From an optimization exercise on the open Yosys and OpenROAD flow, aimed at small area, a short achievable clock period and few clock cycles per item; shortcuts taken in it are not production practice.
RTL that was checked went through simulation tests only; none was proved equivalent to the original.
For runs 2 and 3, only the layout was checked, not whether the RTL still works.
No activity file was given, so power comes from the tool's default toggle rates.

File: flow/config.mk
export PLATFORM = sky130hd
export DESIGN_NAME = cpuTop
export DESIGN_NICKNAME = cpuTop
export VERILOG_FILES = /design/flow/design.v
export SDC_FILE = /design/flow/constraint.sdc
export NUM_CORES = 4
export LEC_CHECK = 0
export CAP_MARGIN = 20
export CORE_MARGIN = 2
export CORE_UTILIZATION = 40
export CTS_CLUSTER_DIAMETER = 100
export CTS_CLUSTER_SIZE = 25
export SLEW_MARGIN = 20
File: flow/constraint.sdc
create_clock -name core_clock -period 9.0 [get_ports {clock}]
set_input_delay 1.8000 -clock core_clock [delete_from_list [all_inputs] [get_ports {clock}]]
set_output_delay 1.8000 -clock core_clock [all_outputs]
set_load 0.01 [all_outputs]
File: flow/design.v
`default_nettype none
package cpuArchPkg;
    typedef logic [7:0] dataWord;      
    typedef logic [7:0] progAddress;   
    typedef logic [1:0] regIndex;      
    typedef enum logic [3:0] {
        opAnd = 4'b0000,
        opOr  = 4'b0001,
        opNot = 4'b0010,
        opAdd = 4'b0011,
        opSub = 4'b0100,
        opLsr = 4'b0101,
        opLsl = 4'b0110,
        opInc = 4'b0111,
        opDec = 4'b1000,
        opBra = 4'b1001,
        opMov = 4'b1011,
        opLd  = 4'b1100
    } opcode;
    typedef struct packed {
        opcode      code;        
        logic [3:0] dst;         
        logic [3:0] srcFirst;    
        logic [3:0] srcSecond;   
    } instruction;
    typedef struct packed {
        dataWord r1;
        dataWord r2;
        dataWord r3;
        dataWord r4;
    } registerView;
endpackage
`default_nettype wire
`default_nettype none
package cpuControlPkg;
    typedef enum logic [3:0] {
        aluPassA   = 4'b0000,
        aluPassImm = 4'b0001,
        aluNot     = 4'b0010,
        aluAdd     = 4'b0100,
        aluSub     = 4'b0101,
        aluAnd     = 4'b0111,
        aluOr      = 4'b1000,
        aluLsl     = 4'b1011,
        aluLsr     = 4'b1100
    } aluOp;
    typedef enum logic [1:0] {
        rfHold      = 2'b00,
        rfLoad      = 2'b01,
        rfDecrement = 2'b10,
        rfIncrement = 2'b11
    } regFunc;
    typedef enum logic [1:0] {
        stIdle,
        stFetchLow,
        stFetchHigh,
        stExecute
    } seqState;
    typedef struct packed {
        regFunc  regFn;
        logic [1:0] target;    
        logic [1:0] srcA;
        logic [1:0] srcB;
        aluOp    op;
        logic [7:0] immediate;   
        logic    pcLoad;
    } controlWord;
endpackage
`default_nettype wire
`timescale 1ns/1ps
`default_nettype none
module programMemory
(
    input  logic       clock,
    input  logic       progWrite,
    input  logic [7:0] progAddr,
    input  logic [7:0] progData,
    input  logic [6:0] rowE,
    input  logic [6:0] rowO,
    output logic [7:0] byteE,
    output logic [7:0] byteO
);
    logic [7:0] memE [128];
    logic [7:0] memO [128];
    always_ff @(posedge clock) begin
        if (progWrite && !progAddr[0]) memE[progAddr[7:1]] <= progData;
        if (progWrite &&  progAddr[0]) memO[progAddr[7:1]] <= progData;
    end
    assign byteE = memE[rowE];
    assign byteO = memO[rowO];
endmodule
`default_nettype wire
`timescale 1ns/1ps
`default_nettype none
module cpuTop
(
    input  logic       clock,
    input  logic       arstN,
    input  logic       progWrite,
    input  logic [7:0] progAddr,
    input  logic [7:0] progData,
    input  logic       run,
    output logic [31:0] regs,          
    output logic [7:0] pc,
    output logic            instrDone
);
    logic       wrQ;
    logic [7:0] wrAddrQ, wrDataQ;
    always_ff @(posedge clock) begin
        wrQ     <= progWrite;
        wrAddrQ <= progAddr;
        wrDataQ <= progData;
    end
    localparam int BTB = 2;
    logic [7:0]  fetchPc;
    logic [6:0]  rowE;       
    logic        running;    
    logic        bubble;     
    logic        starting;   
    logic [7:0]  byteE, byteO;
    logic [15:0] ir;         
    logic [7:0]  irPc;       
    logic        irPred;     
    logic [7:0]  pcQ;
    programMemory i_programMemory (
        .clock     (clock),
        .progWrite (wrQ),
        .progAddr  (wrAddrQ),
        .progData  (wrDataQ),
        .rowE      (rowE),
        .rowO      (fetchPc[7:1]),
        .byteE     (byteE),
        .byteO     (byteO)
    );
    logic           btbValid [BTB];
    logic [7:0]     btbPc    [BTB];
    logic [7:0]     btbTgt   [BTB];
    logic           btbNext;   
    logic       hit;
    logic [7:0] hitTgt;
    always_comb begin
        hit     = 1'b0;
        hitTgt  = '0;
        for (int i = 0; i < BTB; i++) begin
            if (btbValid[i] && btbPc[i] == fetchPc) begin
                hit     = 1'b1;
                hitTgt  = hitTgt | btbTgt[i];
            end
        end
    end
    logic       exBra;     
    logic       redirect;  
    logic       stopped;
    logic       advance;   
    logic [7:0] target;
    logic [6:0] targetRowE;
    assign exBra      = running && (ir[15:12] == 4'h9);
    assign redirect   = exBra && !irPred;
    assign target     = ir[7:0];
    assign targetRowE = target[7:1] + 7'(target[0]);
    assign stopped    = !running && !bubble && !starting;
    assign advance    = bubble || starting || (running && !redirect && run) ||
                        (stopped && run && !wrQ);
    always_ff @(posedge clock) begin
        ir     <= fetchPc[0] ? {byteE, byteO} : {byteO, byteE};
        irPc   <= fetchPc;
        irPred <= hit;
    end
    always_ff @(posedge clock or negedge arstN) begin
        if (!arstN) begin
            fetchPc  <= '0;
            rowE     <= '0;
            running  <= 1'b0;
            bubble   <= 1'b0;
            starting <= 1'b0;
            pcQ      <= '0;
        end else begin
            running  <= advance;
            bubble   <= redirect && run;
            starting <= stopped && run && wrQ;
            if (redirect) begin
                fetchPc <= target;
                rowE    <= targetRowE;
            end else if (advance) begin
                fetchPc <= hit ? hitTgt : fetchPc + 8'd2;
                rowE    <= hit ? hitTgt[7:1] + 7'(hitTgt[0]) : rowE + 7'd1;
            end
            pcQ <= exBra ? target : fetchPc;
        end
    end
    always_ff @(posedge clock or negedge arstN) begin
        if (!arstN) begin
            for (int i = 0; i < BTB; i++) btbValid[i] <= 1'b0;
            btbNext <= '0;
        end else if (wrQ) begin
            for (int i = 0; i < BTB; i++) btbValid[i] <= 1'b0;
        end else if (redirect) begin
            btbValid[btbNext] <= 1'b1;
            btbNext <= !btbNext;
        end
    end
    always_ff @(posedge clock) begin
        if (redirect && !wrQ) begin
            btbPc[btbNext]   <= irPc;
            btbTgt[btbNext]  <= target;
        end
    end
    assign pc        = pcQ;
    assign instrDone = running;
    logic [3:0] op;
    logic [1:0] d, a, b;
    logic [7:0] imm;
    assign op  = ir[15:12];
    assign d   = ir[9:8];
    assign a   = ir[5:4];
    assign b   = ir[1:0];
    assign imm = ir[7:0];
    logic [7:0] r [4];
    logic [7:0] opA, opB, addB, sum, result;
    logic       cin;
    assign opA = r[a];
    assign opB = r[b];
    always_comb begin
        case (op)
            4'h4:    begin addB = ~opB;   cin = 1'b1; end   
            4'h7:    begin addB = 8'h01;  cin = 1'b0; end   
            4'h8:    begin addB = 8'hFF;  cin = 1'b0; end   
            default: begin addB = opB;    cin = 1'b0; end   
        endcase
    end
    logic [7:0] g0, p0, gk, pk, gn, pn;
    logic [8:0] carry;
    always_comb begin
        g0 = opA & addB;
        p0 = opA ^ addB;
        gk = g0;
        pk = p0;
        for (int s = 1; s < 8; s = s * 2) begin
            gn = gk;
            pn = pk;
            for (int i = s; i < 8; i++) begin
                gn[i] = gk[i] | (pk[i] & gk[i - s]);
                pn[i] = pk[i] & pk[i - s];
            end
            gk = gn;
            pk = pn;
        end
        carry[0] = cin;
        for (int i = 0; i < 8; i++) carry[i + 1] = gk[i] | (pk[i] & cin);
        sum = p0 ^ carry[7:0];
    end
    always_comb begin
        case (op)
            4'h0:    result = opA & opB;
            4'h1:    result = opA | opB;
            4'h2:    result = ~opA;
            4'h5:    result = {1'b0, opA[7:1]};
            4'h6:    result = {opA[6:0], 1'b0};
            4'hC:    result = imm;
            4'hB:    result = opA;
            default: result = sum;   
        endcase
    end
    logic       wr;
    logic [1:0] dst;
    assign wr  = running && (op <= 4'h8 || op == 4'hB || op == 4'hC);
    assign dst = (op == 4'h7 || op == 4'h8) ? a : d;
    for (genvar i = 0; i < 4; i++) begin : gReg
        always_ff @(posedge clock or negedge arstN) begin
            if (!arstN)                          r[i] <= '0;
            else if (wr && dst == 2'(i))         r[i] <= result;
        end
    end
    assign regs = {r[0], r[1], r[2], r[3]};
endmodule
`default_nettype wire
File: flow/flow/run.sh
#!/bin/bash
# Own layout flow: the standard ORFS flow (standard.sh) with a tighter
# timing-repair target (setup margin) and plain buffers on the ports. Same
# SDC and clock period.
set -euo pipefail
bash standard.sh SETUP_SLACK_MARGIN=6.4 'BUFFER_PORTS_ARGS=-buffer_cell sky130_fd_sc_hd__buf_4' finish > run_make.log 2>&1
File: flow/standard.sh
#!/bin/bash
# synth_recipe.tcl (not shown) runs the flow's synth.tcl, then flattens the netlist and writes it again
# the make line also repeats each setting of config.mk as NAME=value (left out here)
make -C /OpenROAD-flow-scripts/flow DESIGN_CONFIG=/design/flow/config.mk WORK_HOME=/design/flow/orfs CLKGATE_MAP_FILE= SYNTH_SCRIPT=/design/flow/synth_recipe.tcl "${@:-finish}"
==> out/results.ini, run 1 <==
[detailed_routing]
drc=0
routed_wl_um=220000
wire_per_inst_um=30.8
dr.pass1.iters=5
drt-initial-drc-count=4641
vias_per_cell=5.88
antenna_left=0
route.vias.total=41983

[floorplan]
rows=170
dieHeight_um=468
start_util_pct=40.2
dieWidth_um=468
io_pins=61
coreArea_sq_um=214000
die-area_sq_um=219000

[power_and_ir_drop]
finalPower_mw=28.1
cellPowerDensity_nw_per_um2=285
leakagePower_nw=30.0
ir_drop_mv=0.198

[synthesis]
yosys-top-cells-area=edfxtp_1 (73%), mux4_2 (17%), dfrtp_1 (1.8%)
yosys_most_used_dff=edfxtp_1
synth.avg_cell_area_sq_um=21.3
synth_top_area_share_pct=72.7
synth_nets=4066
synth-seq-cells=2181
netlist_area_sq_um=85900
seq_area_frac_synth_pct=75.4
async_reset_ff_share_pct=2.80
synth_edf_count=2080
synth_top_area_cell=edfxtp_1
synthCells=4029
yosysUniqueCellTypes=66
yosys_warnings=4

[setup_path]
cp_max_fo=6
cp.required_ps=9660
worstSetupStartpointType=flip-flop
rr_worst_depth=9
crit_end=ir[6]$_DFF_P_
crit_type=flip-flop to flip-flop
crit_arrival_ps=4020
end_kind=flip-flop
crit_start=fetchPc[1]$_DFFE_PN0P_
r2r_start=fetchPc[1]$_DFFE_PN0P_
reg2reg_slack_ps=5640
r2r-end=ir[6]$_DFF_P_

[outcome]
status=finished clean

[job]
maxCapViolCount=0

[timing]
fin_crit_ps=3360
setup_slack_ps=5640
finalCritPeriodShare_pct=37.3
whs_ps=435
finClkSkew_ps=30.2
hold_viol=0
setup_violations=0
setup_tns_ps=0
drv_slew=0
slew_headroom_pct=11.3
rsz0062_at_grt=true
fmax_mhz=298
tightest_slew_ps=1330

[clocking]
cts.path.max_buffers=3
clock-sinks=2181
clkLatencyLatePin_ps=780
cts_tree=built
htree_num_levels=3
cts_buffers=99
clock-root-buffer=clkbuf_16
clk_pin_slew_worst_paths_ps=110
ctsHoldBuffers=0

[placed_design]
dpl_cell_area_sq_um=89800
placedCellCount=6757
hpwl_um=121000
io_buffers=60
gp_congestion=0.780
dp_slack_ps=4580

[global_routing]
grt_pass1_wl_um=314000
antenna_found_initial=2
grt_pass1_vias=41993
grt_start_max_net_pins=193
track_usage_pct=20.0
grt-ovfl-total=0

[min_path]
hold_path.class=flip-flop to flip-flop

[final_layout]
drive_gt1_share_pct=37.4
final_cells=7144
post-route-util_pct=46.2
area_growth_pct=15.0
stdcell_area_sq_um=98800
fin_nets=4283

==> layout make-up <==
type                    count  area (sq um)
clock buffers             148          2730
fillers                 17613        115000
inverters                  29           146
clock inverters            11           144
multi-input cells        1590         22800
well taps                2838          3550
flip-flops and latches   2181         64900
diodes                      2          5.00
repair buffers            344          4540
repair inverters            1          7.51
==> worst max-delay path: stages (launching register included) <==
cell       delay [ps]
dfrtp_4           610
clkbuf_16         240
buf_16            170
buf_12            120
mux4_2            510
mux4_2            550
mux4_2            570
o21ai_4           230
nand2_1           100
o31a_1            130
==> flip-flops by register name (all words and copies together) (netlist names), 2 cells and up <==
register	cells
btbPc	16
btbTgt	16
btbValid	2
fetchPc	8
i_programMemory.memE	1024
i_programMemory.memO	1024
ir	14
irPc	8
pcQ	8
r	32
rowE	7
wrAddrQ	8
wrDataQ	8
==> synth_stat cells (all sizes together) (3+ instances only) <==
cell type,n
dfxtp,40
xnor2,28
mux4,651
xor2,6
a31oi,6
a32oi,11
o21ai,82
a21oi,47
clkinv,4
o22ai,16
a311oi,5
o221ai,7
mux2,43
a22oi,14
buf,109
nor4,13
o21a,5
nand2,116
o31a,4
nand4,5
a211oi,15
dfrtp,61
edfxtp,2080
nor3,21
and2,8
a221oi,3
a222oi,8
clkbuf,120
a22o,7
nor2b,16
inv,25
nand3,37
o211ai,8
and4,3
or3,3
nor2,317
or2,5
nand2b,3
ha,16
mux2i,31
and3,3
==> worst min path at each step <==
stage	startpoint	end	depth (start not counted)	slack [ps]
after detailed placement	irPc[6]$_DFF_P_	btbPc[0][6]$_DFFE_PP_	0	410
after global placement	irPc[4]$_DFF_P_	btbPc[0][4]$_DFFE_PP_	0	410
final	irPc[4]$_DFF_P_	btbPc[1][4]$_DFFE_PP_	0	430
after floorplan	fetchPc[3]$_DFFE_PN0P_	irPc[3]$_DFF_P_	0	340
after global routing	irPc[4]$_DFF_P_	btbPc[1][4]$_DFFE_PP_	0	440
after CTS	irPc[6]$_DFF_P_	btbPc[1][6]$_DFFE_PP_	0	430
==> repair_timing <==
action                      CTS  global route
resized for setup           582           237
hold endpoints to repair      0             0
pin swaps                    54            39
gates cloned                 32             7
setup endpoints to repair  2363          1729
setup buffers               131            52
==> per-layer routing <==
metal	vias to the layer above	global-route usage (%)	routed length [um]
li1	17223	-	-
met1	22989	28.7	92300
met2	1505	32.9	110000
met3	266	2.25	12400
met4	0	4.68	5730
met5	-	0	0
==> logic make-up (layout without fill, tap and decap cells) <==
logic type | count (synthesis) | after routing | share of synthesized area (%)
flops | 2181 | 2181 | 75.4
mux | 725 | 725 | 18.0
simple gates | 555 | 555 | 2.73
buf+inv | 258 | 533 | 1.32
compound gates | 257 | 257 | 1.95
xor+xnor | 34 | 34 | 0.347
fa+ha+maj | 19 | 19 | 0.280
other cells | 0 | 2 | 0
==> report_power, final <==
part           switching (mW)  total, mW  internal, mW
clock                    3.13       5.27          2.14
sequential              0.359       11.7          11.3
combinational            5.67       11.2          5.49
==> cells in the final DEF (no fill, tap or decap), types with 42 or more instances in the layout <==
cell type  instances
clkbuf_16        109
edfxtp_1        2080
mux4_2           651
clkbuf_1          46
nor2_2            72
o21ai_0           45
buf_12            45
buf_4            175
nand2_1           90
buf_6             62
nor2_1            52
nor2_4           193
dfrtp_1           42
Testbench counts, summed over its fixed seeds: cycles 10,023, instrs 9,600.
==> inputs of run 2 (changes only) <==
--- a/flow/design.v
+++ b/flow/design.v
@@ -72,18 +72,21 @@
 module programMemory
 (
-    input  logic       clock,
-    input  logic       progWrite,
-    input  logic [7:0] progAddr,
-    input  logic [7:0] progData,
-    input  logic [6:0] rowE,
-    input  logic [6:0] rowO,
-    output logic [7:0] byteE,
-    output logic [7:0] byteO
+    input  logic        clock,
+    input  logic [15:0] wrHi,
+    input  logic [7:0]  wrLoE,
+    input  logic [7:0]  wrLoO,
+    input  logic [7:0]  wrData,
+    input  logic [6:0]  rowE,
+    input  logic [6:0]  rowO,
+    output logic [7:0]  byteE,
+    output logic [7:0]  byteO
 );
     logic [7:0] memE [128];
     logic [7:0] memO [128];
     always_ff @(posedge clock) begin
-        if (progWrite && !progAddr[0]) memE[progAddr[7:1]] <= progData;
-        if (progWrite &&  progAddr[0]) memO[progAddr[7:1]] <= progData;
+        for (int r = 0; r < 128; r++) begin
+            if (wrHi[r / 8] && wrLoE[r % 8]) memE[r] <= wrData;
+            if (wrHi[r / 8] && wrLoO[r % 8]) memO[r] <= wrData;
+        end
     end
     assign byteE = memE[rowE];
@@ -105,10 +108,15 @@
     output logic            instrDone
 );
-    logic       wrQ;
-    logic [7:0] wrAddrQ, wrDataQ;
+    logic        wrQ;
+    logic [15:0] wrHi;
+    logic [7:0]  wrLoE, wrLoO, wrDataQ;
     always_ff @(posedge clock) begin
         wrQ     <= progWrite;
-        wrAddrQ <= progAddr;
         wrDataQ <= progData;
+        for (int i = 0; i < 16; i++) wrHi[i] <= (progAddr[7:4] == 4'(i));
+        for (int i = 0; i < 8; i++) begin
+            wrLoE[i] <= progWrite && !progAddr[0] && (progAddr[3:1] == 3'(i));
+            wrLoO[i] <= progWrite &&  progAddr[0] && (progAddr[3:1] == 3'(i));
+        end
     end
     localparam int BTB = 2;
@@ -125,7 +133,8 @@
     programMemory i_programMemory (
         .clock     (clock),
-        .progWrite (wrQ),
-        .progAddr  (wrAddrQ),
-        .progData  (wrDataQ),
+        .wrHi      (wrHi),
+        .wrLoE     (wrLoE),
+        .wrLoO     (wrLoO),
+        .wrData    (wrDataQ),
         .rowE      (rowE),
         .rowO      (fetchPc[7:1]),
==> flow/flow/run.sh (replaced) <==
#!/bin/bash
# Own layout flow: the standard ORFS flow (standard.sh) with a tighter
# timing-repair target (setup margin) and plain buffers on the ports. Same
# SDC and clock period.
set -euo pipefail
bash standard.sh SETUP_SLACK_MARGIN=5.6 'BUFFER_PORTS_ARGS=-buffer_cell sky130_fd_sc_hd__buf_4' finish > run_make.log 2>&1
==> run 2 against run 1 <==
Compared with the run above:
- clock skew up 85 ps
- register-to-register slack worse by 1300 ps
- worst hold slack better by 2.8 ps
- area after synthesis increased by 1.3%
- highest routed layer is now met5
- routed wire length up 130%
- synthesized cell count grew 39%
- core utilization is 0.65 points higher
- sequential power about the same
- fmax decreased by 28%
- non-clock buffer count up 263
- cell count is 25% higher
- die area rose by 1.3%
==> out/results.ini, run 2 <==
[power_and_ir_drop]
sw_frac_of_total_pct=37.4  ; was 32.6%
ir_drop_mv=0.199  ; was 0.198 mV
power_frac_comb_pct=35.1  ; was 39.7%
cellPowerDensity_nw_per_um2=265  ; was 285 nW/um^2
leakagePower_nw=34.0  ; was 30.0 nW
switching_power_mw=10.1  ; was 9.17 mW
finalPower_mw=27.0  ; was 28.1 mW
p_seq_share_pct=43.8  ; was 41.6%
clockPowerShare_pct=21.1  ; was 18.7%
p_int_mw=16.9  ; was 19.0 mW

[timing]
fin_crit_ps=4670  ; was 3360 ps
drv_slew=0  ; unchanged
fmax_mhz=214  ; was 298 MHz
finalCritPeriodShare_pct=51.9  ; was 37.3%
rsz0062_at_grt=true  ; unchanged
setup_slack_ps=4330  ; was 5640 ps
finClkSkew_ps=115  ; was 30.2 ps
hold_viol=0  ; unchanged
setup_violations=0  ; unchanged
slew_headroom_pct=11.1  ; was 11.3%
whs_ps=437  ; was 435 ps
tightest_slew_ps=1330  ; about the same
setup_tns_ps=0  ; unchanged

[floorplan]
rows=171  ; was 170
dieHeight_um=471  ; was 468 um
coreArea_sq_um=217000  ; was 214000 sq um
io_pins=61  ; unchanged
dieWidth_um=471  ; was 468 um
die-area_sq_um=221000  ; was 219000 sq um
start_util_pct=40.2  ; about the same

[synthesis]
synth.avg_cell_area_sq_um=15.6  ; was 21.3 sq um
synth_nets=5625  ; was 4066
yosys_warnings=6  ; was 4
yosys-top-cells-area=edfxtp_1 (72%), a22oi_1 (4.2%), and3_1 (2.5%)  ; was edfxtp_1 (73%), mux4_2 (17%), dfrtp_1 (1.8%)
yosys_most_used_dff=edfxtp_1  ; unchanged
synth_common_cells=edfxtp_1 (2080), a22oi_1 (484), and3_1 (349)  ; was edfxtp_1 (2080), mux4_2 (651), nor2_1 (317)
synth-seq-cells=2205  ; was 2181
yosysUniqueCellTypes=84  ; was 66
synth_top_area_share_pct=71.7  ; was 72.7%
async_reset_ff_share_pct=2.77  ; was 2.80%
seq_area_frac_synth_pct=75.0  ; was 75.4%
synth_edf_count=2080  ; unchanged
netlist_area_sq_um=87100  ; was 85900 sq um
synthCells=5582  ; was 4029
synth_top_area_cell=edfxtp_1  ; unchanged
yosysMostFrequentCell=edfxtp_1  ; unchanged

[global_routing]
grt-ovfl-total=0  ; unchanged
grt_start_max_net_pins=167  ; was 193
antenna_found_initial=82  ; was 2
grt_pass1_wl_um=638000  ; was 314000 um
grt_pass1_vias=59369  ; was 41993
track_usage_pct=44.6  ; was 20.0%

[detailed_routing]
drc=0  ; unchanged
routed_wl_um=508000  ; was 220000 um
wire_per_inst_um=56.7  ; was 30.8 um
route.vias.total=67628  ; was 41983
dr.pass1.iters=11  ; was 5
antenna_left=0  ; unchanged
drt-initial-drc-count=15917  ; was 4641
vias_per_cell=7.56  ; was 5.88

[clocking]
cts_buffers=103  ; was 99
clock-root-buffer=clkbuf_16  ; unchanged
clkLatencyLatePin_ps=900  ; was 780 ps
cts.path.max_buffers=3  ; unchanged
clk_pin_slew_worst_paths_ps=100  ; was 110 ps
htree_num_levels=3  ; unchanged
ctsHoldBuffers=0  ; unchanged
clock-sinks=2205  ; was 2181
cts_tree=built  ; unchanged

[placed_design]
gp_congestion=1.11  ; was 0.780
hpwl_um=337000  ; was 121000 um
dp_slack_ps=3500  ; was 4580 ps
io_buffers=60  ; unchanged
placedCellCount=8497  ; was 6757
dpl_cell_area_sq_um=93000  ; was 89800 sq um

[min_path]
hold_path.class=flip-flop to flip-flop  ; unchanged

[setup_path]
r2r_start=rowE[3]$_DFFE_PN0P_  ; was fetchPc[1]$_DFFE_PN0P_
r2r-end=ir[1]$_DFF_P_  ; was ir[6]$_DFF_P_
crit_end=ir[1]$_DFF_P_  ; was ir[6]$_DFF_P_
cp.required_ps=9720  ; was 9660 ps
crit_type=flip-flop to flip-flop  ; unchanged
crit_arrival_ps=5390  ; was 4020 ps
crit_start=rowE[3]$_DFFE_PN0P_  ; was fetchPc[1]$_DFFE_PN0P_
worstSetupStartpointType=flip-flop  ; unchanged
rr_worst_depth=10  ; was 9
reg2reg_slack_ps=4330  ; was 5640 ps
end_kind=flip-flop  ; unchanged
cp_max_fo=26  ; was 6

[final_layout]
final_cells=8945  ; was 7144
layout_common_cells=edfxtp_1 (2080), buf_4 (491), a22oi_1 (432)  ; was edfxtp_1 (2080), mux4_2 (651), nor2_4 (193)
area_growth_pct=16.6  ; was 15.0%
stdcell_area_sq_um=102000  ; was 98800 sq um
post-route-util_pct=46.8  ; was 46.2%
multi_input_area_sq_um=23500  ; was 22800 sq um
layout_commonest_cell=edfxtp_1  ; unchanged
regArea_sq_um=65400  ; was 64900 sq um
drive_gt1_share_pct=22.1  ; was 37.4%
fillers=18775  ; was 17613
fin_nets=6010  ; was 4283

[outcome]
status=finished clean  ; unchanged

[job]
maxCapViolCount=0  ; unchanged

## run 2: cell count changes in the layout (fill, tap and decap cells not counted), moves of 72 or more
cell     delta
a22oi_1   +418
a32oi_1   +155
and2_1    +255
and3_1    +335
buf_4     +316
diode_2    +72
mux4_2    -643
nand3_1   +183
nand4_1   +146
nor2_4    -185
## run 2: cell families (layout without fill, tap and decap cells)
| logic type | after synthesis | after routing | share of synthesized area, % |
|---|---|---|---|
| AO/OA/AOI/OAI | 1109 | 1109 | 9.85 |
| buffers and inverters | 368 | 803 | 1.69 |
| XOR/XNOR | 32 | 32 | 0.322 |
| AND/OR/NAND/NOR | 1761 | 1761 | 11.7 |
| adder cells (fa/ha/maj) | 24 | 24 | 0.351 |
| flip-flops | 2205 | 2205 | 75.0 |
| multiplexers | 83 | 83 | 1.15 |
| other | 0 | 74 | 0 |
## run 2: critical path, stage by stage (launching register included)
cell and delay, ps:
dfrtp_1 360, buf_6 270, nor2_4 70, buf_4 250, nand3_1 180, nand4_1 900, or4_4 930, or4_4 510
nor4_4 480, mux2i_2 190, mux2_4 310
## run 2: power by group through the flow
stage	Sequential (mW)	Combinational, mW	Clock, mW
after floorplan	11.9	3.38	0
after global placement	12.0	6.82	0
after detailed placement	12.0	6.83	0
after CTS	11.8	8.25	5.59
after global routing	11.8	9.36	5.91
final	11.8	9.46	5.69
## run 2: worst min path at each step
| stage | from | slack (ps) | depth (start not counted) | end |
|---|---|---|---|---|
| after CTS | irPc[0]$_DFF_P_ | 440 | 0 | btbPc[0][0]$_DFFE_PP_ |
| after detailed placement | irPc[6]$_DFF_P_ | 420 | 0 | btbPc[0][6]$_DFFE_PP_ |
| after floorplan | irPc[0]$_DFF_P_ | 400 | 0 | btbPc[0][0]$_DFFE_PP_ |
| final | irPc[2]$_DFF_P_ | 440 | 0 | btbPc[1][2]$_DFFE_PP_ |
| after global placement | irPc[0]$_DFF_P_ | 410 | 0 | btbPc[0][0]$_DFFE_PP_ |
| after global routing | irPc[2]$_DFF_P_ | 450 | 0 | btbPc[1][2]$_DFFE_PP_ |
## run 2: layout make-up
cell class | instances | area share [%]
well taps | 2854 | 3.52
repair buffers | 607 | 5.70
multi-input cells | 3009 | 23.1
inverters | 41 | 0.173
diodes | 74 | 0.182
clock inverters | 21 | 0.263
clock buffers | 134 | 2.68
flip-flops and latches | 2205 | 64.4
## run 2: routing by layer
layer / GRT usage (%) / wire length, um
met5: 0.260 / 341
met4: 40.8 / 58900
met3: 17.9 / 78900
met2: 61.4 / 204000
met1: 53.1 / 165000
## run 2: repair_timing
| action | 4_1_cts | 5_1_grt |
|---|---|---|
| cloned | 13 | 4 |
| buffers inserted | 130 | 65 |
| hold endpoints to repair | 0 | 0 |
| pin swaps | 96 | 70 |
| endpoints found under the setup margin | 96 | 58 |
| gates resized for setup | 581 | 144 |
==> inputs of run 3 (changes only) <==
--- a/flow/design.v
+++ b/flow/design.v
@@ -72,24 +72,35 @@
 module programMemory
 (
-    input  logic        clock,
-    input  logic [15:0] wrHi,
-    input  logic [7:0]  wrLoE,
-    input  logic [7:0]  wrLoO,
-    input  logic [7:0]  wrData,
-    input  logic [6:0]  rowE,
-    input  logic [6:0]  rowO,
-    output logic [7:0]  byteE,
-    output logic [7:0]  byteO
+    input  logic       clock,
+    input  logic       progWrite,
+    input  logic [7:0] progAddr,
+    input  logic [7:0] progData,
+    input  logic [6:0] rowE,
+    input  logic [6:0] rowO,
+    input  logic [3:0] rowE1h,   
+    input  logic [3:0] rowO1h,   
+    output logic [7:0] byteE,
+    output logic [7:0] byteO
 );
     logic [7:0] memE [128];
     logic [7:0] memO [128];
     always_ff @(posedge clock) begin
-        for (int r = 0; r < 128; r++) begin
-            if (wrHi[r / 8] && wrLoE[r % 8]) memE[r] <= wrData;
-            if (wrHi[r / 8] && wrLoO[r % 8]) memO[r] <= wrData;
-        end
-    end
-    assign byteE = memE[rowE];
-    assign byteO = memO[rowO];
+        if (progWrite && !progAddr[0]) memE[progAddr[7:1]] <= progData;
+        if (progWrite &&  progAddr[0]) memO[progAddr[7:1]] <= progData;
+    end
+    logic [7:0] grpE [32];
+    logic [7:0] grpO [32];
+    always_comb begin
+        for (int g = 0; g < 32; g++) begin
+            grpE[g] = '0;
+            grpO[g] = '0;
+            for (int k = 0; k < 4; k++) begin
+                grpE[g] = grpE[g] | (memE[4 * g + k] & {8{rowE1h[k]}});
+                grpO[g] = grpO[g] | (memO[4 * g + k] & {8{rowO1h[k]}});
+            end
+        end
+    end
+    assign byteE = grpE[rowE[6:2]];
+    assign byteO = grpO[rowO[6:2]];
 endmodule
 `default_nettype wire
@@ -108,19 +119,16 @@
     output logic            instrDone
 );
-    logic        wrQ;
-    logic [15:0] wrHi;
-    logic [7:0]  wrLoE, wrLoO, wrDataQ;
+    logic       wrQ;
+    logic [7:0] wrAddrQ, wrDataQ;
     always_ff @(posedge clock) begin
         wrQ     <= progWrite;
+        wrAddrQ <= progAddr;
         wrDataQ <= progData;
-        for (int i = 0; i < 16; i++) wrHi[i] <= (progAddr[7:4] == 4'(i));
-        for (int i = 0; i < 8; i++) begin
-            wrLoE[i] <= progWrite && !progAddr[0] && (progAddr[3:1] == 3'(i));
-            wrLoO[i] <= progWrite &&  progAddr[0] && (progAddr[3:1] == 3'(i));
-        end
     end
     localparam int BTB = 2;
     logic [7:0]  fetchPc;
     logic [6:0]  rowE;       
+    logic [3:0]  rowE1h;     
+    logic [3:0]  rowO1h;     
     logic        running;    
     logic        bubble;     
@@ -133,10 +141,11 @@
     programMemory i_programMemory (
         .clock     (clock),
-        .wrHi      (wrHi),
-        .wrLoE     (wrLoE),
-        .wrLoO     (wrLoO),
-        .wrData    (wrDataQ),
+        .progWrite (wrQ),
+        .progAddr  (wrAddrQ),
+        .progData  (wrDataQ),
         .rowE      (rowE),
         .rowO      (fetchPc[7:1]),
+        .rowE1h    (rowE1h),
+        .rowO1h    (rowO1h),
         .byteE     (byteE),
         .byteO     (byteO)
@@ -148,4 +157,6 @@
     logic       hit;
     logic [7:0] hitTgt;
+    logic [6:0] hitRowE;
+    assign hitRowE = hitTgt[7:1] + 7'(hitTgt[0]);
     always_comb begin
         hit     = 1'b0;
@@ -180,4 +191,6 @@
             fetchPc  <= '0;
             rowE     <= '0;
+            rowE1h   <= 4'b0001;
+            rowO1h   <= 4'b0001;
             running  <= 1'b0;
             bubble   <= 1'b0;
@@ -191,7 +204,16 @@
                 fetchPc <= target;
                 rowE    <= targetRowE;
+                rowE1h  <= 4'b0001 << targetRowE[1:0];
+                rowO1h  <= 4'b0001 << target[2:1];
+            end else if (advance && hit) begin
+                fetchPc <= hitTgt;
+                rowE    <= hitRowE;
+                rowE1h  <= 4'b0001 << hitRowE[1:0];
+                rowO1h  <= 4'b0001 << hitTgt[2:1];
             end else if (advance) begin
-                fetchPc <= hit ? hitTgt : fetchPc + 8'd2;
-                rowE    <= hit ? hitTgt[7:1] + 7'(hitTgt[0]) : rowE + 7'd1;
+                fetchPc <= fetchPc + 8'd2;
+                rowE    <= rowE + 7'd1;
+                rowE1h  <= {rowE1h[2:0], rowE1h[3]};
+                rowO1h  <= {rowO1h[2:0], rowO1h[3]};
             end
             pcQ <= exBra ? target : fetchPc;
==> run 3 against run 2 <==
Compared with the run above:
- still clean
- synthesized cell count fell by 13%
- core utilization fell by 2.6 points
- area after synthesis fell by 5.0%
- routed wire length fell by 52%
- flip-flop and latch count fell by 16
- fmax rose by 34%
- setup slack improved by 1200 ps
- sequential power barely moved
- non-clock buffer count fell by 428
- register-to-register slack improved by 1200 ps
- cell count fell by 16%
- critical path type unchanged
- largest cell class unchanged
- largest power group unchanged
==> out/results.ini, run 3 <==
[detailed_routing]
antenna_left=0  ; unchanged
drc=0  ; unchanged
route.vias.total=48351  ; was 67628
dr.pass1.iters=12  ; was 11
routed_wl_um=244000  ; was 508000 um
drt-initial-drc-count=6760  ; was 15917
wire_per_inst_um=32.4  ; was 56.7 um
vias_per_cell=6.41  ; was 7.56

[setup_path]
r2r_start=rowO1h[0]$_DFFE_PN1P_  ; was rowE[3]$_DFFE_PN0P_
cp.required_ps=9640  ; was 9720 ps
cp_max_fo=94  ; was 26
end_kind=flip-flop  ; unchanged
crit_start=rowO1h[0]$_DFFE_PN1P_  ; was rowE[3]$_DFFE_PN0P_
slowest_delay_ps=660  ; was 930 ps
crit_type=flip-flop to flip-flop  ; unchanged
cp_num_buf_inv=1  ; was 2
worstSetupStartpointType=flip-flop  ; unchanged
worstPathCellList=buf_12, a22o_1, a221oi_1, o22ai_1, nor4_1, nand4_1, nand2_1, mux2i_1  ; was buf_6, nor2_4, buf_4, nand3_1, nand4_1, or4_4, or4_4, nor4_4, mux2i_2, mux2_4
crit_arrival_ps=4130  ; was 5390 ps
slowest_stage=dfstp_4  ; was or4_4
cpLargestDelayFamily=simple AND/OR/NAND/NOR gates  ; unchanged

[floorplan]
dieWidth_um=459  ; was 471 um
io_pins=61  ; unchanged
start_util_pct=40.3  ; was 40.2%
die-area_sq_um=210000  ; was 221000 sq um
dieHeight_um=459  ; was 471 um
coreArea_sq_um=205000  ; was 217000 sq um
rows=166  ; was 171

[final_layout]
stdcell_area_sq_um=90700  ; was 102000 sq um
fillers=17581  ; was 18775
area_growth_pct=9.62  ; was 16.6%
fin_nets=4834  ; was 6010
layout_common_cells=edfxtp_1 (2080), a22o_1 (476), a221oi_1 (397)  ; was edfxtp_1 (2080), buf_4 (491), a22oi_1 (432)
drive_gt1_share_pct=11.5  ; was 22.1%
layout_commonest_cell=edfxtp_1  ; unchanged
post-route-util_pct=44.2  ; was 46.8%

[synthesis]
synth_common_cells=edfxtp_1 (2080), a22o_1 (477), a221oi_1 (473)  ; was edfxtp_1 (2080), a22oi_1 (484), and3_1 (349)
synth-compound-area-share_pct=14.4  ; was 9.85%
yosys_warnings=6  ; unchanged
synthMuxAreaShare_pct=0.929  ; was 1.15%
synth_nets=4880  ; was 5625
synth_top_family_by_area=compound AO/OA/AOI/OAI gates  ; was simple AND/OR/NAND/NOR gates
synth_top_area_cell=edfxtp_1  ; unchanged
synth_fa_ha_area_share_pct=0.303  ; was 0.351%
netlist_area_sq_um=82700  ; was 87100 sq um
yosys.area_share.simple_pct=3.80  ; was 11.7%
synth-xor-area-share_pct=0.349  ; was 0.322%
synthCells=4843  ; was 5582
yosysMostFrequentCell=edfxtp_1  ; unchanged
yosys_most_used_dff=edfxtp_1  ; unchanged
async_reset_ff_share_pct=3.15  ; was 2.77%
yosysUniqueCellTypes=71  ; was 84
synth_edf_count=2080  ; unchanged
synth-seq-cells=2189  ; was 2205
seq_area_frac_synth_pct=78.6  ; was 75.0%
synth_top_area_share_pct=75.5  ; was 71.7%
synth.avg_cell_area_sq_um=17.1  ; was 15.6 sq um
yosys-top-cells-area=edfxtp_1 (76%), a22o_1 (5.1%), a221oi_1 (5.0%)  ; was edfxtp_1 (72%), a22oi_1 (4.2%), and3_1 (2.5%)

[timing]
drv_slew=0  ; unchanged
fmax_mhz=287  ; was 214 MHz
finClkSkew_ps=50.1  ; was 115 ps
slew_headroom_pct=22.2  ; was 11.1%
rsz0062_at_grt=true  ; unchanged
tightest_slew_ps=1160  ; was 1330 ps
finalCritPeriodShare_pct=38.8  ; was 51.9%
hold_viol=0  ; unchanged
setup_violations=0  ; unchanged
fin_crit_ps=3490  ; was 4670 ps
setup_tns_ps=0  ; unchanged

[min_path]
hold_path.class=flip-flop to flip-flop  ; unchanged
hold_start=irPc[0]$_DFF_P_  ; was irPc[2]$_DFF_P_

[power_and_ir_drop]
sw_frac_of_total_pct=35.2  ; was 37.4%
ir_drop_mv=0.211  ; was 0.199 mV
p_int_mw=16.3  ; was 16.9 mW
leakagePower_nw=27.8  ; was 34.0 nW
p_seq_share_pct=47.8  ; was 43.8%
switching_power_mw=8.82  ; was 10.1 mW
finalPower_mw=25.1  ; was 27.0 mW
cellPowerDensity_nw_per_um2=277  ; was 265 nW/um^2
clockPowerShare_pct=21.2  ; was 21.1%
power_frac_comb_pct=31.0  ; was 35.1%

[global_routing]
grt_pass1_vias=46182  ; was 59369
grt_busiest_layer=met2  ; unchanged
antenna_found_initial=5  ; was 82
grt_pass1_wl_um=347000  ; was 638000 um
grt_start_max_net_pins=205  ; was 167
grtUsageMet1_pct=31.6  ; was 53.1%
track_usage_pct=22.6  ; was 44.6%
grt_util_met2_pct=35.3  ; was 61.4%
grt-ovfl-total=0  ; unchanged
grtUsageMet3_pct=4.12  ; was 17.9%

[clocking]
clk_pin_slew_worst_paths_ps=100  ; about the same
clkLatencyLatePin_ps=790  ; was 900 ps
cts.path.max_buffers=3  ; unchanged
cts_buffers=100  ; was 103
clock-sinks=2189  ; was 2205
htree_num_levels=3  ; unchanged
clock-root-buffer=clkbuf_16  ; unchanged
cts_tree=built  ; unchanged

[placed_design]
gp_congestion=0.965  ; was 1.11
hpwl_um=146000  ; was 337000 um
dpl_cell_area_sq_um=86100  ; was 93000 sq um
io_buffers=60  ; unchanged

[outcome]
status=finished clean  ; unchanged

[job]
maxCapViolCount=0  ; unchanged

-- run 3: cell types whose count changed after synthesis, sizes merged, moves of 62 or more --
cell and change:
a22o +457, nor2 +129, o22ai +228, a32oi -183, and2 -327, nand4 -128, a22oi -390, a2111oi -121
a221oi +452, and3 -343, nor3 -62, nand3 -171
-- run 3: path summary, 6_finish.rpt --
kind                       cells past startpoint               endpoint  slack, ps
min in group asynchronous                      1    r[3][5]$_DFFE_PN0P_       1150
hold / removal                                 0  btbPc[0][0]$_DFFE_PP_        440
max in group asynchronous                      1  rowE1h[2]$_DFFE_PN0P_       7030
hold reg to reg                                0  btbPc[0][0]$_DFFE_PP_        440
setup reg to reg                               8          ir[1]$_DFF_P_       5510
setup / recovery                               8          ir[1]$_DFF_P_       5510
-- run 3: cell type report --
type | count | area (sq um) | share of cell area (%)
flip-flops and latches | 2189 | 65100 | 71.8
diodes | 2 | 5.00 | 0.00552
well taps | 2688 | 3360 | 3.71
repair buffers | 179 | 1730 | 1.91
clock inverters | 10 | 151 | 0.167
multi-input cells | 2304 | 17500 | 19.3
inverters | 23 | 100 | 0.110
clock buffers | 150 | 2750 | 3.04
-- run 3: routing by layer --
| layer | up-vias | routed length (um) |
|---|---|---|
| met5 | - | 0 |
| li1 | 20160 | - |
| met1 | 25332 | 99100 |
| met4 | 0 | 10100 |
| met3 | 423 | 21900 |
| met2 | 2436 | 113000 |
-- run 3: cell families after synthesis --
| logic type | after synthesis |
|---|---|
| flip-flops | 2189 |
| multiplexers | 62 |
| XOR/XNOR | 33 |
| buffers and inverters | 351 |
| AO/OA/AOI/OAI | 1503 |
| adder cells (fa/ha/maj) | 20 |
| AND/OR/NAND/NOR | 685 |
-- run 3: power by group through the flow --
stage                     registers, mW  clock network, mW  logic [mW]
after floorplan                    11.9                  0        4.36
after global placement             12.3                  0        6.83
after detailed placement           12.3                  0        6.84
after CTS                          12.0               5.38        7.31
after global routing               12.0               5.70        8.16
final                              12.0               5.31        7.79
-- run 3: timing repair --
| item | in CTS | in global routing |
|---|---|---|
| gates resized for setup | 141 | 103 |
| hold buffers | 0 | 0 |
| buffers inserted | 14 | 20 |
| gates cloned | 2 | 0 |
| setup endpoints to repair | 446 | 295 |
| pin swaps | 11 | 34 |
-- run 3: per-stage QoR --
stage	instances	worst slack [ps]	hold slack, ps
after CTS	7523	5400	437
after global placement	7344	4790	405
after floorplan	4843	5720	342
final	7545	5510	437
after global routing	7543	5500	450
after detailed placement	7347	4810	413
==> inputs of run 4 (changes only) <==
--- a/flow/design.v
+++ b/flow/design.v
@@ -78,6 +78,6 @@
     input  logic [6:0] rowE,
     input  logic [6:0] rowO,
-    input  logic [3:0] rowE1h,   
-    input  logic [3:0] rowO1h,   
+    input  logic [7:0] rowE1h,   
+    input  logic [7:0] rowO1h,   
     output logic [7:0] byteE,
     output logic [7:0] byteO
@@ -89,18 +89,18 @@
         if (progWrite &&  progAddr[0]) memO[progAddr[7:1]] <= progData;
     end
-    logic [7:0] grpE [32];
-    logic [7:0] grpO [32];
+    logic [7:0] grpE [16];
+    logic [7:0] grpO [16];
     always_comb begin
-        for (int g = 0; g < 32; g++) begin
+        for (int g = 0; g < 16; g++) begin
             grpE[g] = '0;
             grpO[g] = '0;
-            for (int k = 0; k < 4; k++) begin
-                grpE[g] = grpE[g] | (memE[4 * g + k] & {8{rowE1h[k]}});
-                grpO[g] = grpO[g] | (memO[4 * g + k] & {8{rowO1h[k]}});
+            for (int k = 0; k < 8; k++) begin
+                grpE[g] = grpE[g] | (memE[8 * g + k] & {8{rowE1h[k]}});
+                grpO[g] = grpO[g] | (memO[8 * g + k] & {8{rowO1h[k]}});
             end
         end
     end
-    assign byteE = grpE[rowE[6:2]];
-    assign byteO = grpO[rowO[6:2]];
+    assign byteE = grpE[rowE[6:3]];
+    assign byteO = grpO[rowO[6:3]];
 endmodule
 `default_nettype wire
@@ -129,6 +129,6 @@
     logic [7:0]  fetchPc;
     logic [6:0]  rowE;       
-    logic [3:0]  rowE1h;     
-    logic [3:0]  rowO1h;     
+    logic [7:0]  rowE1h;     
+    logic [7:0]  rowO1h;     
     logic        running;    
     logic        bubble;     
@@ -191,6 +191,6 @@
             fetchPc  <= '0;
             rowE     <= '0;
-            rowE1h   <= 4'b0001;
-            rowO1h   <= 4'b0001;
+            rowE1h   <= 8'b0000_0001;
+            rowO1h   <= 8'b0000_0001;
             running  <= 1'b0;
             bubble   <= 1'b0;
@@ -204,16 +204,16 @@
                 fetchPc <= target;
                 rowE    <= targetRowE;
-                rowE1h  <= 4'b0001 << targetRowE[1:0];
-                rowO1h  <= 4'b0001 << target[2:1];
+                rowE1h  <= 8'b0000_0001 << targetRowE[2:0];
+                rowO1h  <= 8'b0000_0001 << target[3:1];
             end else if (advance && hit) begin
                 fetchPc <= hitTgt;
                 rowE    <= hitRowE;
-                rowE1h  <= 4'b0001 << hitRowE[1:0];
-                rowO1h  <= 4'b0001 << hitTgt[2:1];
+                rowE1h  <= 8'b0000_0001 << hitRowE[2:0];
+                rowO1h  <= 8'b0000_0001 << hitTgt[3:1];
             end else if (advance) begin
                 fetchPc <= fetchPc + 8'd2;
                 rowE    <= rowE + 7'd1;
-                rowE1h  <= {rowE1h[2:0], rowE1h[3]};
-                rowO1h  <= {rowO1h[2:0], rowO1h[3]};
+                rowE1h  <= {rowE1h[6:0], rowE1h[7]};
+                rowO1h  <= {rowO1h[6:0], rowO1h[7]};
             end
             pcQ <= exBra ? target : fetchPc;
--- a/flow/config.mk
+++ b/flow/config.mk
@@ -6,4 +6,5 @@
 export NUM_CORES = 4
 export LEC_CHECK = 0
+export ABC_CLOCK_PERIOD_IN_PS = 3400
 export CAP_MARGIN = 20
 export CORE_MARGIN = 2
==> run 4 against run 3 <==
Compared with the run above:
- cell count is 0.64% lower
- sequential power hardly changed
- sequential share of layout area is 1.2 points higher
- register-to-register slack better by 70 ps
- via count is 1.9% lower
==> out/results.ini, run 4 <==
[detailed_routing]
dr.pass1.iters=8  ; was 12
wire_per_inst_um=31.5  ; was 32.4 um
drc=0  ; unchanged
route.vias.total=47435  ; was 48351
routed_wl_um=236000  ; was 244000 um
vias_per_cell=6.33  ; was 6.41
antenna_left=0  ; unchanged
drt-initial-drc-count=6821  ; was 6760

[timing]
setup_tns_ps=0  ; unchanged
hold_viol=0  ; unchanged
tightest_slew_ps=1180  ; was 1160 ps
fmax_mhz=293  ; was 287 MHz
finClkSkew_ps=43.9  ; was 50.1 ps
finalCritPeriodShare_pct=37.9  ; was 38.8%
rsz0062_at_grt=true  ; unchanged
fin_crit_ps=3410  ; was 3490 ps
drv_slew=0  ; unchanged
setup_violations=0  ; unchanged
slew_headroom_pct=21.4  ; was 22.2%

[clocking]
clock-sinks=2197  ; was 2189
cts_buffers=102  ; was 100
clkLatencyLatePin_ps=790  ; about the same
htree_num_levels=3  ; unchanged
clock-root-buffer=clkbuf_16  ; unchanged
cts.path.max_buffers=3  ; unchanged
clk_pin_slew_worst_paths_ps=110  ; was 100 ps
cts_tree=built  ; unchanged

[synthesis]
async_reset_ff_share_pct=3.50  ; was 3.15%
synth_top_area_share_pct=76.0  ; was 75.5%
yosys_most_used_dff=edfxtp_1  ; unchanged
synth.avg_cell_area_sq_um=17.1  ; about the same
synthCells=4798  ; was 4843
yosys-top-cells-area=edfxtp_1 (76%), a22oi_1 (5.2%), a22o_1 (2.6%)  ; was edfxtp_1 (76%), a22o_1 (5.1%), a221oi_1 (5.0%)
synth_nets=4835  ; was 4880
synth_top_area_cell=edfxtp_1  ; unchanged
yosysMostFrequentCell=edfxtp_1  ; unchanged
seq_area_frac_synth_pct=79.3  ; was 78.6%
synth-seq-cells=2197  ; was 2189
yosys_warnings=6  ; unchanged
netlist_area_sq_um=82200  ; was 82700 sq um
synth_common_cells=edfxtp_1 (2080), a22oi_1 (565), nor2_1 (311)  ; was edfxtp_1 (2080), a22o_1 (477), a221oi_1 (473)
synth_edf_count=2080  ; unchanged
yosysUniqueCellTypes=80  ; was 71

[floorplan]
dieWidth_um=457  ; was 459 um
dieHeight_um=457  ; was 459 um
coreArea_sq_um=204000  ; was 205000 sq um
io_pins=61  ; unchanged
start_util_pct=40.2  ; was 40.3%
die-area_sq_um=209000  ; was 210000 sq um
rows=166  ; unchanged

[placed_design]
hpwl_um=134000  ; was 146000 um
gp_congestion=0.880  ; was 0.965
io_buffers=60  ; unchanged

[setup_path]
crit_arrival_ps=4090  ; was 4130 ps
cp.required_ps=9670  ; was 9640 ps
crit_type=flip-flop to flip-flop  ; unchanged
end_kind=flip-flop  ; unchanged
cp_max_fo=7  ; was 94
worstSetupStartpointType=flip-flop  ; unchanged

[job]
maxCapViolCount=0  ; unchanged

[power_and_ir_drop]
p_seq_share_pct=59.7  ; was 47.8%
p_int_mw=14.3  ; was 16.3 mW
clockPowerShare_pct=27.3  ; was 21.2%
ir_drop_mv=0.183  ; was 0.211 mV
leakagePower_nw=26.6  ; was 27.8 nW
sw_frac_of_total_pct=27.0  ; was 35.2%
power_frac_comb_pct=13.0  ; was 31.0%
switching_power_mw=5.29  ; was 8.82 mW
finalPower_mw=19.6  ; was 25.1 mW
cellPowerDensity_nw_per_um2=219  ; was 277 nW/um^2

[global_routing]
grt_pass1_wl_um=333000  ; was 347000 um
grt-ovfl-total=0  ; unchanged
grt_start_max_net_pins=193  ; was 205
track_usage_pct=21.7  ; was 22.6%
grt_pass1_vias=44795  ; was 46182
antenna_found_initial=4  ; was 5

[final_layout]
post-route-util_pct=43.8  ; was 44.2%
fin_nets=4783  ; was 4834
layout_commonest_cell=edfxtp_1  ; unchanged
layout_common_cells=edfxtp_1 (2080), a22oi_1 (565), nor2_1 (304)  ; was edfxtp_1 (2080), a22o_1 (476), a221oi_1 (397)
drive_gt1_share_pct=9.38  ; was 11.5%
area_growth_pct=8.82  ; was 9.62%

[outcome]
status=finished clean  ; unchanged

[min_path]
hold_path.class=flip-flop to flip-flop  ; unchanged

[run 4: final timing paths]
path                            depth (start not counted)       startpoint  slack [ps]                     to
worst max-delay path                                   15    ir[0]$_DFF_P_        5590    r[3][7]$_DFFE_PN0P_
worst min-delay path                                    0  irPc[1]$_DFF_P_         440  btbPc[1][1]$_DFFE_PP_
worst max register to register                         15    ir[0]$_DFF_P_        5590    r[3][7]$_DFFE_PN0P_
worst min register to register                          0  irPc[1]$_DFF_P_         440  btbPc[1][1]$_DFFE_PP_
max in group asynchronous                               2            arstN        6890  rowO1h[3]$_DFFE_PN0P_
min in group asynchronous                               1            arstN         910    r[1][4]$_DFFE_PN0P_
[run 4: cells by family after synthesis]
family / after synthesis / share of synthesized area (%)
flip-flops: 2197 / 79.3
AO/OA/AOI/OAI: 1501 / 13.9
AND/OR/NAND/NOR: 663 / 3.79
buffers and inverters: 331 / 1.53
multiplexers: 55 / 0.849
XOR/XNOR: 32 / 0.341
adder cells (fa/ha/maj): 19 / 0.292
[run 4: through the flow]
step                hold WS (ps)  instances  setup slack (ps)  area [sq um]
floorplan                    342       4798              5650         82200
global placement             409       7299              5010         85700
detailed placement           412       7299              4940         85700
CTS                          438       7475              5600         89000
global route                 437       7495              5420         89500
finish                       440       7497              5590         89500
[run 4: layout make-up]
type | instances | area [sq um]
multi-input combinational | 2271 | 16300
antenna | 2 | 5.00
tap | 2688 | 3360
timing repair buffer | 154 | 1420
sequential | 2197 | 65300
fill | 17745 | 115000
inverter | 19 | 90.1
timing repair inverter | 1 | 5.00
clock inverter | 16 | 256
clock buffer | 149 | 2730
[run 4: critical path, stage by stage (launching register included)]
cell	delay [ps]
dfxtp_4	430
clkinvlp_4	140
ha_4	210
a222oi_1	390
nand2_1	170
o21ai_4	120
nor2_1	60
a21oi_1	130
o21ai_1	80
ha_1	330
o21ai_2	80
o21ai_2	190
a41o_1	300
a211oi_2	80
nand3b_1	290
mux2_4	310
[run 4: power by group through the flow]
stage	Sequential [mW]	Clock [mW]	Combinational, mW
2_1_floorplan	11.7	0	1.43
3_3_place_gp	11.9	0	2.32
3_5_place_dp	11.9	0	2.34
4_1_cts	11.7	5.43	2.40
6_report	11.7	5.35	2.55
5_1_grt	11.7	5.75	2.68
[run 4: routing by layer]
metal  global-route usage (%)  part of all wire (%)
met1                     30.7                    41
met2                     35.1                    48
met3                     3.24                   8.1
met4                     6.01                   2.9
met5                        0                 0.018
[run 4: what timing repair did]
| action | 4_1_cts | 5_1_grt |
|---|---|---|
| pin swaps | 6 | 19 |
| buffers inserted | 10 | 19 |
| gates resized for setup | 61 | 51 |
| cloned | 1 | 1 |
| setup endpoints to repair | 58 | 72 |
| hold buffers | 0 | 0 |
Testbench counts of run 4, summed over its fixed seeds: cycles 10,023, instrs 9,600.
==> inputs of run 5 (changes only) <==
--- a/flow/config.mk
+++ b/flow/config.mk
@@ -6,8 +6,7 @@
 export NUM_CORES = 4
 export LEC_CHECK = 0
-export ABC_CLOCK_PERIOD_IN_PS = 3400
 export CAP_MARGIN = 20
 export CORE_MARGIN = 2
-export CORE_UTILIZATION = 40
+export CORE_UTILIZATION = 55
 export CTS_CLUSTER_DIAMETER = 100
 export CTS_CLUSTER_SIZE = 25
==> run 5 against run 4 <==
Compared with the run above:
- flip-flop and latch count unchanged
- fmax down 1.1%
- highest routed layer is now met4
- critical endpoint is now ir[6]$_DFF_P_
- first-iteration DRC count down 4.5%
- still clean on timing, DRC and antenna
- clock power down 4%
- cell count down 10%
- via count down 0.15%
- worst hold slack worse by 2.7 ps
- power down 1.0%
- area after synthesis unchanged
- largest power group unchanged
- count of clock-buffer cells in the layout down 4
- core utilization up 16 points
- sequential power about the same
==> out/results.ini, run 5 <==
[outcome]
status=finished clean  ; unchanged

[timing]
setup_slack_ps=5550  ; was 5590 ps
tightest_slew_ps=1190  ; was 1180 ps
finClkSkew_ps=45.1  ; was 43.9 ps
rsz0062_at_grt=true  ; unchanged
fin_crit_ps=3450  ; was 3410 ps
finalCritPeriodShare_pct=38.4  ; was 37.9%
setup_tns_ps=0  ; unchanged
drv_slew=0  ; unchanged
setup_violations=0  ; unchanged
slew_headroom_pct=20.5  ; was 21.4%
fmax_mhz=290  ; was 293 MHz
hold_viol=0  ; unchanged

[synthesis]
yosys_warnings=6  ; unchanged
synth_nets=4835  ; unchanged
yosys_most_used_dff=edfxtp_1  ; unchanged
synth_top_area_share_pct=76.0  ; unchanged
synth_top_area_cell=edfxtp_1  ; unchanged
synth_common_cells=edfxtp_1 (2080), a22oi_1 (565), nor2_1 (311)  ; unchanged
yosys-top-cells-area=edfxtp_1 (76%), a22oi_1 (5.2%), a22o_1 (2.6%)  ; unchanged
yosysUniqueCellTypes=80  ; unchanged
synth_top_family_by_area=compound AO/OA/AOI/OAI gates  ; unchanged
seq_area_frac_synth_pct=79.3  ; unchanged
synth_fa_ha_area_share_pct=0.292  ; unchanged
async_reset_ff_share_pct=3.50  ; unchanged
yosysMostFrequentCell=edfxtp_1  ; unchanged
synth-xor-area-share_pct=0.341  ; unchanged
synth_edf_count=2080  ; unchanged
synth-seq-cells=2197  ; unchanged
synthCells=4798  ; unchanged
synth-compound-area-share_pct=13.9  ; unchanged
yosys.area_share.simple_pct=3.79  ; unchanged
netlist_area_sq_um=82200  ; unchanged
synthMuxAreaShare_pct=0.849  ; unchanged
synth.avg_cell_area_sq_um=17.1  ; unchanged

[floorplan]
dieHeight_um=391  ; was 457 um
die-area_sq_um=153000  ; was 209000 sq um
dieWidth_um=391  ; was 457 um
rows=141  ; was 166
coreArea_sq_um=148000  ; was 204000 sq um
io_pins=61  ; unchanged
start_util_pct=55.5  ; was 40.2%

[placed_design]
io_buffers=60  ; unchanged
dpl_cell_area_sq_um=84800  ; was 85700 sq um
gp_congestion=0.900  ; was 0.880
dp_slack_ps=4940  ; about the same
hpwl_um=131000  ; was 134000 um

[final_layout]
layout_common_cells=edfxtp_1 (2080), a22oi_1 (565), nor2_1 (309)  ; was edfxtp_1 (2080), a22oi_1 (565), nor2_1 (304)
area_growth_pct=7.64  ; was 8.82%
fin_nets=4796  ; was 4783
diodes=0  ; was 2
stdcell_area_sq_um=88500  ; was 89500 sq um
regArea_sq_um=65300  ; about the same
layout_commonest_cell=edfxtp_1  ; unchanged
fillers=10840  ; was 17745
multi_input_area_sq_um=16400  ; was 16300 sq um
drive_gt1_share_pct=9.33  ; was 9.38%

[global_routing]
grt-ovfl-total=0  ; unchanged
grt_pass1_wl_um=327000  ; was 333000 um
antenna_found_initial=1  ; was 4
grt_start_max_net_pins=214  ; was 193
track_usage_pct=29.6  ; was 21.7%
grt_pass1_vias=44219  ; was 44795

[power_and_ir_drop]
power_frac_comb_pct=13.3  ; was 13.0%
p_int_mw=14.2  ; was 14.3 mW
p_seq_share_pct=60.2  ; was 59.7%
ir_drop_mv=0.189  ; was 0.183 mV
sw_frac_of_total_pct=26.7  ; was 27.0%
leakagePower_nw=26.6  ; about the same
cellPowerDensity_nw_per_um2=219  ; about the same
clockPowerShare_pct=26.5  ; was 27.3%
switching_power_mw=5.18  ; was 5.29 mW

[clocking]
cts_tree=built  ; unchanged
cts.path.max_buffers=3  ; unchanged
htree_num_levels=3  ; unchanged
clk_pin_slew_worst_paths_ps=100  ; was 110 ps
cts_buffers=99  ; was 102
clock-root-buffer=clkbuf_16  ; unchanged
clkLatencyLatePin_ps=770  ; was 790 ps
clock-sinks=2197  ; unchanged

[setup_path]
crit_arrival_ps=4050  ; was 4090 ps
crit_type=flip-flop to flip-flop  ; unchanged
cp_max_fo=78  ; was 7
worstSetupStartpointType=flip-flop  ; unchanged
end_kind=flip-flop  ; unchanged
cp.required_ps=9600  ; was 9670 ps

[min_path]
hold_path.class=flip-flop to flip-flop  ; unchanged

[detailed_routing]
drc=0  ; unchanged
route.vias.total=47362  ; was 47435
vias_per_cell=7.03  ; was 6.33
routed_wl_um=231000  ; was 236000 um
wire_per_inst_um=34.2  ; was 31.5 um
dr.pass1.iters=6  ; was 8
antenna_left=0  ; unchanged
drt-initial-drc-count=6511  ; was 6821

[job]
maxCapViolCount=0  ; unchanged

-- run 5: area by class of cell --
class                   count  area share, %
well taps                1930           2.73
flip-flops and latches   2197           73.8
clock inverters             7          0.103
inverters                  19          0.102
repair buffers            170           1.75
clock buffers             145           3.02
multi-input cells        2272           18.5
-- run 5: kinds of logic (layout without fill, tap and decap cells) --
logic type      Yosys count  after routing
compound gates         1501           1502
mux                      55             55
buf+inv                 331            341
simple gates            663            664
fa+ha+maj                19             19
xor+xnor                 32             32
flops                  2197           2197
-- run 5: metrics by stage --
step	utilization, %	power [mW]	cells	hold WS (ps)
global route	59.8	19.9	6740	448
detailed placement	57.3	14.2	6560	416
finish	59.8	19.4	6740	437
CTS	59.5	19.3	6722	439
global placement	57.3	14.2	6559	405
floorplan	-	13.1	4798	342
-- run 5: what timing repair did --
item / CTS / global route
hold buffers: 0 / 0
setup buffers: 10 / 16
resized for setup: 70 / 50
gates cloned: 0 / 2
pin swaps: 6 / 14
endpoints found under the setup margin: 57 / 48
-- run 5: power by group through the flow --
stage | combinational (mW) | sequential (mW) | clock (mW)
2_1_floorplan | 1.43 | 11.7 | 0
3_3_place_gp | 2.27 | 11.9 | 0
3_5_place_dp | 2.29 | 11.9 | 0
4_1_cts | 2.43 | 11.7 | 5.20
5_1_grt | 2.71 | 11.7 | 5.50
6_report | 2.58 | 11.7 | 5.15
-- run 5: critical path, stage by stage, from the launching register on --
cell      delay (ps)
dfrtp_4          680
buf_12           290
a22o_1           300
a221oi_1         490
a31oi_2          300
nor4_4           490
nand4_1          360
nand2_1          160
o21ai_0          100
-- run 5: path summary, 6_finish.rpt --
path	from	endpoint	slack, ps	cells after the start
worst max-delay path	rowE1h[1]$_DFFE_PN0P_	ir[6]$_DFF_P_	5550	8
worst min-delay path	irPc[0]$_DFF_P_	btbPc[0][0]$_DFFE_PP_	440	0
worst max register to register	rowE1h[1]$_DFFE_PN0P_	ir[6]$_DFF_P_	5550	8
worst min register to register	irPc[0]$_DFF_P_	btbPc[0][0]$_DFFE_PP_	440	0
max in group asynchronous	arstN	rowE1h[5]$_DFFE_PN0P_	6920	2
min in group asynchronous	arstN	r[1][2]$_DFFE_PN0P_	920	1
-- run 5: per-layer routing --
metal | track usage (%) | vias to the layer above | share of wire, %
li1 | - | 19888 | -
met1 | 45.9 | 24736 | 42
met2 | 45.0 | 2450 | 46
met3 | 4.60 | 288 | 9.4
met4 | 6.15 | 0 | 2.3
met5 | 0 | - | 0
==> inputs of run 6 (changes only) <==
--- a/flow/config.mk
+++ b/flow/config.mk
@@ -8,5 +8,5 @@
 export CAP_MARGIN = 20
 export CORE_MARGIN = 2
-export CORE_UTILIZATION = 55
+export CORE_UTILIZATION = 40
 export CTS_CLUSTER_DIAMETER = 100
 export CTS_CLUSTER_SIZE = 25
==> run 6 against run 5 <==
Compared with the run above:
- largest power group unchanged
- register-to-register slack gained 40 ps
- highest routed layer is now met5
- area after synthesis is the same
- flip-flop and latch count is the same
- clock skew shrank 1.2 ps
- final area grew 1.1%
- first-iteration DRC count grew 4.8%
- cell count grew 11%
- clock power grew 4%
- combinational power is essentially flat
==> out/results.ini, run 6 <==
[clocking]
clock-root-buffer=clkbuf_16  ; unchanged
clkLatencyLatePin_ps=790  ; was 770 ps
clk_pin_slew_worst_paths_ps=110  ; was 100 ps
htree_num_levels=3  ; unchanged

[detailed_routing]
vias_per_cell=6.33  ; was 7.03
dr.pass1.iters=8  ; was 6
routed_wl_um=236000  ; was 231000 um
antenna_left=0  ; unchanged
drt-initial-drc-count=6821  ; was 6511
drc=0  ; unchanged
wire_per_inst_um=31.5  ; was 34.2 um

[timing]
finClkSkew_ps=43.9  ; was 45.1 ps
slew_headroom_pct=21.4  ; was 20.5%
setup_violations=0  ; unchanged
setup_tns_ps=0  ; unchanged
whs_ps=440  ; was 437 ps
tightest_slew_ps=1180  ; was 1190 ps
hold_viol=0  ; unchanged

[power_and_ir_drop]
clockPowerShare_pct=27.3  ; was 26.5%
power_frac_comb_pct=13.0  ; was 13.3%
leakagePower_nw=26.6  ; about the same
ir_drop_mv=0.183  ; was 0.189 mV
switching_power_mw=5.29  ; was 5.18 mW
p_seq_share_pct=59.7  ; was 60.2%
p_int_mw=14.3  ; was 14.2 mW

[global_routing]
antenna_found_initial=4  ; was 1
grt_pass1_vias=44795  ; was 44219
grt-ovfl-total=0  ; unchanged
grt_start_max_net_pins=193  ; was 214

[min_path]
hold_start=irPc[1]$_DFF_P_  ; was irPc[0]$_DFF_P_
hold_path_end=btbPc[1][1]$_DFFE_PP_  ; was btbPc[0][0]$_DFFE_PP_
hold_path.class=flip-flop to flip-flop  ; unchanged
min_path_cells=0  ; unchanged

[synthesis]
synth_edf_count=2080  ; unchanged
synth_top_area_cell=edfxtp_1  ; unchanged
yosys-top-cells-area=edfxtp_1 (76%), a22oi_1 (5.2%), a22o_1 (2.6%)  ; unchanged
yosysUniqueCellTypes=80  ; unchanged
synthCells=4798  ; unchanged
synth.avg_cell_area_sq_um=17.1  ; unchanged
synth_top_area_share_pct=76.0  ; unchanged
synth_common_cells=edfxtp_1 (2080), a22oi_1 (565), nor2_1 (311)  ; unchanged
yosys_warnings=6  ; unchanged
async_reset_ff_share_pct=3.50  ; unchanged
yosys_most_used_dff=edfxtp_1  ; unchanged
netlist_area_sq_um=82200  ; unchanged
seq_area_frac_synth_pct=79.3  ; unchanged

[setup_path]
cp_max_fo=7  ; was 78
crit_type=flip-flop to flip-flop  ; unchanged
r2r_start=ir[0]$_DFF_P_  ; was rowE1h[1]$_DFFE_PN0P_
worstPathCellList=clkinvlp_4, ha_4, a222oi_1, nand2_1, o21ai_4, nor2_1, a21oi_1, o21ai_1, ha_1, o21ai_2, o21ai_2, a41o_1, a211oi_2, nand3b_1, mux2_4  ; was buf_12, a22o_1, a221oi_1, a31oi_2, nor4_4, nand4_1, nand2_1, o21ai_0
slowest_delay_ps=430  ; was 680 ps
rr_worst_depth=15  ; was 8
worstSetupStartpointType=flip-flop  ; unchanged
crit_arrival_ps=4090  ; was 4050 ps
cp.required_ps=9670  ; was 9600 ps
cpLargestDelayFamily=compound AO/OA/AOI/OAI gates  ; unchanged
end_kind=flip-flop  ; unchanged
r2r-end=r[3][7]$_DFFE_PN0P_  ; was ir[6]$_DFF_P_
cp_num_buf_inv=1  ; unchanged

[floorplan]
start_util_pct=40.2  ; was 55.5%
rows=166  ; was 141
io_pins=61  ; unchanged
die-area_sq_um=209000  ; was 153000 sq um

[outcome]
status=finished clean  ; unchanged

[final_layout]
fin_nets=4783  ; was 4796
layout_common_cells=edfxtp_1 (2080), a22oi_1 (565), nor2_1 (304)  ; was edfxtp_1 (2080), a22oi_1 (565), nor2_1 (309)
drive_gt1_share_pct=9.38  ; was 9.33%

[placed_design]
hpwl_um=134000  ; was 131000 um
gp_congestion=0.880  ; was 0.900
io_buffers=60  ; unchanged

[job]
maxCapViolCount=0  ; unchanged

-- run 6: power by group through the flow --
stage          registers (mW)  logic [mW]  clock network [mW]
6_report                 11.7        2.55                5.35
2_1_floorplan            11.7        1.43                   0
3_3_place_gp             11.9        2.32                   0
5_1_grt                  11.7        2.68                5.75
4_1_cts                  11.7        2.40                5.43
3_5_place_dp             11.9        2.34                   0
-- run 6: cell families after synthesis --
kind of cell             synth area share, %
buffers and inverters                   1.53
multiplexers                           0.849
AO/OA/AOI/OAI                           13.9
AND/OR/NAND/NOR                         3.79
XOR/XNOR                               0.341
adder cells (fa/ha/maj)                0.292
flip-flops                              79.3
-- run 6: what timing repair did --
action	in CTS	in global routing
resized for setup	61	51
setup buffers	10	19
cloned	1	1
hold buffers	0	0
setup endpoints to repair	58	72
pin swaps	6	19
-- run 6: final cells by class --
class	instances	area, sq um	share of cell area [%]
inverters	19	90.1	0.101
flip-flops and latches	2197	65300	73.0
clock buffers	149	2730	3.05
multi-input cells	2271	16300	18.2
clock inverters	16	256	0.287
well taps	2688	3360	3.76
diodes	2	5.00	0.00559
repair inverters	1	5.00	0.00559
repair buffers	154	1420	1.58
-- run 6: per-layer routing --
metal	share of wire [%]	GRT usage, %	wire, um
met3	8.1	3.24	19100
met4	2.9	6.01	6900
met1	41	30.7	97000
met2	48	35.1	113000
met5	0.018	0	42
-- run 6: per-stage QoR --
step	instance area [sq um]	cells	power (mW)	worst slack [ps]
final	89500	7497	19.6	5590
after global routing	89500	7495	20.1	5420
after CTS	89000	7475	19.5	5600
after detailed placement	85700	7299	14.2	4940
after global placement	85700	7299	14.2	5010
after floorplan	82200	4798	13.1	5650
-- run 6: how the worst max path moves through the flow --
| stage | start | endpoint | slack [ps] | cells after the start |
|---|---|---|---|---|
| after detailed placement | fetchPc[0]$_DFFE_PN0P_ | rowE[4]$_DFFE_PN0P_ | 4940 | 10 |
| after global placement | rowE1h[7]$_DFFE_PN0P_ | ir[8]$_DFF_P_ | 5010 | 8 |
| final | ir[0]$_DFF_P_ | r[3][7]$_DFFE_PN0P_ | 5590 | 15 |
| after global routing | ir[0]$_DFF_P_ | r[3][7]$_DFFE_PN0P_ | 5420 | 15 |
| after CTS | ir[14]$_DFF_P_ | rowE[4]$_DFFE_PN0P_ | 5600 | 9 |
| after floorplan | ir[12]$_DFF_P_ | r[0][6]$_DFFE_PN0P_ | 5650 | 14 |

Setup slack of run 6, layout unchanged: 5.585 ns with ideal ports, 5.584 ns with driving cells assumed (clock clkbuf_16, inputs buf_2), 5.383 ns with port delays also shifted by the 0.852 ns mid clock arrival.
